This is an optimization exercise on Yosys and OpenROAD, whose aim is small area, not a production implementation.
Only simulation tests tie the RTL to the original design; equivalence was not proved.
No activity file was given, so power comes from the tool's default toggle rates.

Setup of run B:
==> flow/design.v <==
module nn_param_loader #(
  parameter int unsigned FRAME_BITS  = 368,
  parameter int unsigned LOAD_CYCLES = 3,
  parameter int unsigned NBYTES      = (FRAME_BITS + 7) / 8,
  parameter int unsigned CNT_W       = $clog2(NBYTES + 1)
) (
  input  logic                  clk,
  input  logic                  rst,
  input  logic [7:0]            s_data,
  input  logic                  s_valid,
  input  logic                  s_sof,
  output logic                  s_ready,
  output logic [FRAME_BITS-1:0] params,
  output logic                  load_params,
  output logic                  frame_done,
  output logic                  frame_err
);
  localparam int unsigned SH_W = NBYTES * 8;
  localparam int unsigned ST_W = 6;
  localparam logic [ST_W-1:0] COMMIT = ST_W'(60);
  localparam logic [ST_W-1:0] FIRST  = ST_W'(60 - (NBYTES - 1));
  logic [ST_W-1:0]       st_q;
  logic                  err_q;
  logic [SH_W-1:0]       shadow_q;
  logic [FRAME_BITS-1:0] params_q;
  logic busy, idle, beat, commit;
  logic sh_en, sh_hold, pr_en, pr_hold;
  assign busy    = &st_q[5:2];                  
  assign idle    = (st_q == '0);
  assign commit  = busy && (st_q[1:0] == 2'd0);
  assign s_ready = !rst && !busy;
  assign beat    = s_valid && s_ready;
  assign sh_en   = beat;
  assign sh_hold = !beat && !rst;
  assign pr_en   = commit && !rst;
  assign pr_hold = !commit && !rst;
  logic [SH_W-1:0] shadow_in, shadow_d;
  logic [FRAME_BITS-1:0] params_d;
  assign shadow_in = {s_data, shadow_q[SH_W-1:8]};
  nn_param_loader_sel #(.W(SH_W)) u_shadow_sel (
    .en(sh_en), .nv(shadow_in), .hold(sh_hold), .ov(shadow_q), .d(shadow_d)
  );
  nn_param_loader_sel #(.W(FRAME_BITS)) u_params_sel (
    .en(pr_en), .nv(shadow_q[FRAME_BITS-1:0]), .hold(pr_hold), .ov(params_q), .d(params_d)
  );
  always_ff @(posedge clk) begin
    shadow_q <= shadow_d;
    params_q <= params_d;
  end
  always_ff @(posedge clk) begin
    if (rst) begin
      st_q  <= '0;
      err_q <= 1'b0;
    end else begin
      err_q <= beat && (s_sof ? !idle : idle);
      if (busy || (beat && !s_sof && !idle))
        st_q <= st_q + ST_W'(1);
      else if (beat && s_sof)
        st_q <= FIRST;
    end
  end
  assign params      = params_q;
  assign load_params = busy && (st_q[1:0] != 2'd0);
  assign frame_done  = busy && (st_q[1:0] == 2'd1);
  assign frame_err   = err_q;
endmodule
module nn_param_loader_sel #(
  parameter int unsigned W = 1
) (
  input  logic         en,
  input  logic [W-1:0] nv,
  input  logic         hold,
  input  logic [W-1:0] ov,
  output logic [W-1:0] d
);
  assign d = ({W{en}} & nv) | ({W{hold}} & ov);
endmodule
==> flow/config.mk <==
export PLATFORM = sky130hd
export DESIGN_NAME = nn_param_loader
export DESIGN_NICKNAME = nn_param_loader
export VERILOG_FILES = /design/flow/design.v
export SDC_FILE = /design/flow/constraint.sdc
export NUM_CORES = 4
export LEC_CHECK = 0
export ABC_AREA = 0
export CAP_MARGIN = 20
export CORE_MARGIN = 2
export CORE_UTILIZATION = 75
export SLEW_MARGIN = 20
export SYNTH_HIERARCHICAL = 1
==> flow/constraint.sdc <==
create_clock -name core_clock -period 4.0 [get_ports {clk}]
set_input_delay 0.8000 -clock core_clock [delete_from_list [all_inputs] [get_ports {clk}]]
set_output_delay 0.8000 -clock core_clock [all_outputs]
set_load 0.01 [all_outputs]
standard.sh (not shown) runs the stock make flow with config.mk's settings and CLKGATE_MAP_FILE= SYNTH_SCRIPT=/design/flow/synth_recipe.tcl, a recipe that flattens the netlist after the stock synthesis.
==> flow/flow/run.sh <==
#!/bin/bash
# Standard ORFS layout, with every port buffered by the smallest buffer and clock tree
# synthesis with larger sink clusters and without dummy loads. The make output goes to
# standard_flow.log here; ORFS keeps each step's log under orfs/logs.
set -euo pipefail
bash standard.sh finish \
  "BUFFER_PORTS_ARGS=-buffer_cell sky130_fd_sc_hd__buf_1" \
  "CTS_ARGS=-sink_clustering_enable -repair_clock_nets -dont_use_dummy_load -buf_list sky130_fd_sc_hd__clkbuf_8 -sink_clustering_size 16 -sink_clustering_max_diameter 50" \
  > standard_flow.log 2>&1
Edits applied to the flow inputs when going from run B to run E:
-- flow/design.v --
<<< run B, line 17
);
  localparam int unsigned SH_W = NBYTES * 8;
  localparam int unsigned ST_W = 6;
  localparam logic [ST_W-1:0] COMMIT = ST_W'(60);
  localparam logic [ST_W-1:0] FIRST  = ST_W'(60 - (NBYTES - 1));
  logic [ST_W-1:0]       st_q;
  logic                  err_q;
>>> run E, line 17
);
  localparam int unsigned SH_W = NBYTES * 8;
  localparam int unsigned ST_W = $clog2(NBYTES + LOAD_CYCLES + 1);
  localparam logic [ST_W-1:0] TOP    = '1;
  localparam logic [ST_W-1:0] COMMIT = TOP - ST_W'(LOAD_CYCLES);
  localparam logic [ST_W-1:0] FIRST  = COMMIT - ST_W'(NBYTES - 1);
  logic [ST_W-1:0]       st_q;
  logic                  err_q;
<<< run B, line 26
  logic busy, idle, beat, commit;
  logic sh_en, sh_hold, pr_en, pr_hold;
  assign busy    = &st_q[5:2];                  
  assign idle    = (st_q == '0);
  assign commit  = busy && (st_q[1:0] == 2'd0);
  assign s_ready = !rst && !busy;
  assign beat    = s_valid && s_ready;
>>> run E, line 27
  logic busy, idle, beat, commit;
  logic sh_en, sh_hold, pr_en, pr_hold;
  assign busy    = (st_q >= COMMIT);
  assign idle    = (st_q == '0);
  assign commit  = (st_q == COMMIT);
  assign s_ready = !rst && !busy;
  assign beat    = s_valid && s_ready;
<<< run B, line 37
  logic [SH_W-1:0] shadow_in, shadow_d;
  logic [FRAME_BITS-1:0] params_d;
  assign shadow_in = {s_data, shadow_q[SH_W-1:8]};
  nn_param_loader_sel #(.W(SH_W)) u_shadow_sel (
    .en(sh_en), .nv(shadow_in), .hold(sh_hold), .ov(shadow_q), .d(shadow_d)
>>> run E, line 38
  logic [SH_W-1:0] shadow_in, shadow_d;
  logic [FRAME_BITS-1:0] params_d;
  generate
    if (NBYTES > 1) begin : g_shift
      assign shadow_in = {s_data, shadow_q[SH_W-1:8]};
    end else begin : g_one
      assign shadow_in = s_data;
    end
  endgenerate
  nn_param_loader_sel #(.W(SH_W)) u_shadow_sel (
    .en(sh_en), .nv(shadow_in), .hold(sh_hold), .ov(shadow_q), .d(shadow_d)
<<< run B, line 61
  end
  assign params      = params_q;
  assign load_params = busy && (st_q[1:0] != 2'd0);
  assign frame_done  = busy && (st_q[1:0] == 2'd1);
  assign frame_err   = err_q;
endmodule
>>> run E, line 68
  end
  assign params      = params_q;
  assign load_params = (st_q > COMMIT);
  assign frame_done  = (st_q == COMMIT + ST_W'(1));
  assign frame_err   = err_q;
endmodule
Findings:
Diff run B..run E | count of buffers added by post-CTS timing repair for setup | unchanged
Total power density per cell area: run B vs run E — no meaningful difference
In run E, filler cell count is lower than in run B.
On final total power, run B tracks run E almost exactly.
As far as net count after synthesis is concerned, run B and run E perform about the same.
Part of the power in combinational logic of run E is on par with run B.
Higher post-synthesis to final-layout area growth among run E and run B: run E
The run showing the greater register-to-register slack is run B.
Final area of run B is on par with run E.
On synthesized cell count, run E and run B are neck and neck.
The all-layer global routing usage was comparable across run E and run B.
Delta (run E minus run B): final critical-path required period went up by 0.054 ns; routed wire length grew by about 0.5%.

* * *

== main ==
Starts from the design.v that is shown in full above.
Settings: LEC_CHECK=0, ABC_AREA=0, CAP_MARGIN=20, CORE_MARGIN=2, CORE_UTILIZATION=75, SLEW_MARGIN=20, SYNTH_HIERARCHICAL=1; clock period 4.0 ns.
==> flow/flow/run.sh <==
#!/bin/bash
# Standard ORFS layout, with every port buffered by the smallest buffer and clock tree
# synthesis with larger sink clusters and without dummy loads. The make output goes to
# standard_flow.log here; ORFS keeps each step's log under orfs/logs.
set -euo pipefail
bash standard.sh finish \
  "BUFFER_PORTS_ARGS=-buffer_cell sky130_fd_sc_hd__buf_1" \
  "CTS_ARGS=-sink_clustering_enable -repair_clock_nets -dont_use_dummy_load -buf_list sky130_fd_sc_hd__clkbuf_4 -sink_clustering_size 10 -sink_clustering_max_diameter 40" \
  > standard_flow.log 2>&1
The following lists how the feature branch was set up differently from main:
==> flow/design.v, changed modules only <==
module nn_param_loader #(
  parameter int unsigned FRAME_BITS  = 368,
  parameter int unsigned LOAD_CYCLES = 3,
  parameter int unsigned NBYTES      = (FRAME_BITS + 7) / 8,
  parameter int unsigned CNT_W       = $clog2(NBYTES + 1)
) (
  input  logic                  clk,
  input  logic                  rst,
  input  logic [7:0]            s_data,
  input  logic                  s_valid,
  input  logic                  s_sof,
  output logic                  s_ready,
  output logic [FRAME_BITS-1:0] params,
  output logic                  load_params,
  output logic                  frame_done,
  output logic                  frame_err
);
  localparam int unsigned SH_W = NBYTES * 8;
  localparam int unsigned ST_W = $clog2(NBYTES + LOAD_CYCLES + 1);
  localparam logic [ST_W-1:0] TOP    = '1;
  localparam logic [ST_W-1:0] COMMIT = TOP - ST_W'(LOAD_CYCLES);
  localparam logic [ST_W-1:0] FIRST  = COMMIT - ST_W'(NBYTES - 1);
  logic [ST_W-1:0]       st_q;
  logic                  err_q;
  logic [SH_W-1:0]       shadow_q;
  logic [FRAME_BITS-1:0] params_q;
  logic busy, idle, beat, commit;
  logic sh_en, sh_hold, pr_en, pr_hold;
  assign busy    = (st_q >= COMMIT);
  assign idle    = (st_q == '0);
  assign commit  = (st_q == COMMIT);
  assign s_ready = !rst && !busy;
  assign beat    = s_valid && s_ready;
  assign sh_en   = beat;
  assign sh_hold = !beat && !rst;
  assign pr_en   = commit && !rst;
  assign pr_hold = !commit && !rst;
  logic [SH_W-1:0] shadow_in, shadow_d;
  logic [FRAME_BITS-1:0] params_d;
  generate
    if (NBYTES > 1) begin : g_shift
      assign shadow_in = {s_data, shadow_q[SH_W-1:8]};
    end else begin : g_one
      assign shadow_in = s_data;
    end
  endgenerate
  nn_param_loader_sel #(.W(SH_W)) u_shadow_sel (
    .en(sh_en), .nv(shadow_in), .hold(sh_hold), .ov(shadow_q), .d(shadow_d)
  );
  nn_param_loader_sel #(.W(FRAME_BITS)) u_params_sel (
    .en(pr_en), .nv(shadow_q[FRAME_BITS-1:0]), .hold(pr_hold), .ov(params_q), .d(params_d)
  );
  always_ff @(posedge clk) begin
    shadow_q <= shadow_d;
    params_q <= params_d;
  end
  always_ff @(posedge clk) begin
    if (rst) begin
      st_q  <= '0;
      err_q <= 1'b0;
    end else begin
      err_q <= beat && (s_sof ? !idle : idle);
      if (busy || (beat && !s_sof && !idle))
        st_q <= st_q + ST_W'(1);
      else if (beat && s_sof)
        st_q <= FIRST;
    end
  end
  assign params      = params_q;
  assign load_params = (st_q > COMMIT);
  assign frame_done  = (st_q == COMMIT + ST_W'(1));
  assign frame_err   = err_q;
endmodule
The area share of fa/ha/maj cells after synthesis was comparable across main and the feature branch.
Higher total routed wire length on the met1 layer goes to the feature branch over main.
[compare] base=main new=the feature branch: row count closely matched the old numbers; sequential power held steady.
The total length of routed met3 wires in the feature branch sits 10% below the value recorded for main.
For share of cell area taken by multi-input logic gates, main and the feature branch come out practically identical.
The feature branch against main: xor-xnor portion of the synthesized cell area stayed essentially flat, share of the clock period used by the worst path after layout fell by 0.56 points, total power stayed essentially flat.
Relative to main, the overall global routing resource usage of the feature branch is lower by 0.28 points.

-- re-timing with driven ports --
The flow's constraints put no driver on any port. The routed layouts listed below were extracted and timed again, unchanged, in two steps. Step 1, drivers: a clkbuf_16 drives clk and a buf_2 each remaining input, both assumed. Step 2 moves the port delays by t, midway between the first and last clock arrival at a register: inputs arrive t later, outputs are due t later. That takes back most of the time a late clock gives input paths. a / b / c = no drivers / after step 1 / after step 2; a / b = the first two.
run	shift t [ns]	setup slack, ns	pins driven straight from the clock port
run B	0.633	1.331 / 1.282 / 1.148	1
run E	0.641	1.277 / 1.229 / 0.878	1
main	0.740	1.159 / 1.113 / 1.158	1
the feature branch	0.766	1.181 / 1.131 / 0.893	1
After both steps every run listed still meets setup and hold. For run E, which loses most, drivers alone change the setup slack by -0.048 ns; drivers and shift together by -0.399 ns.
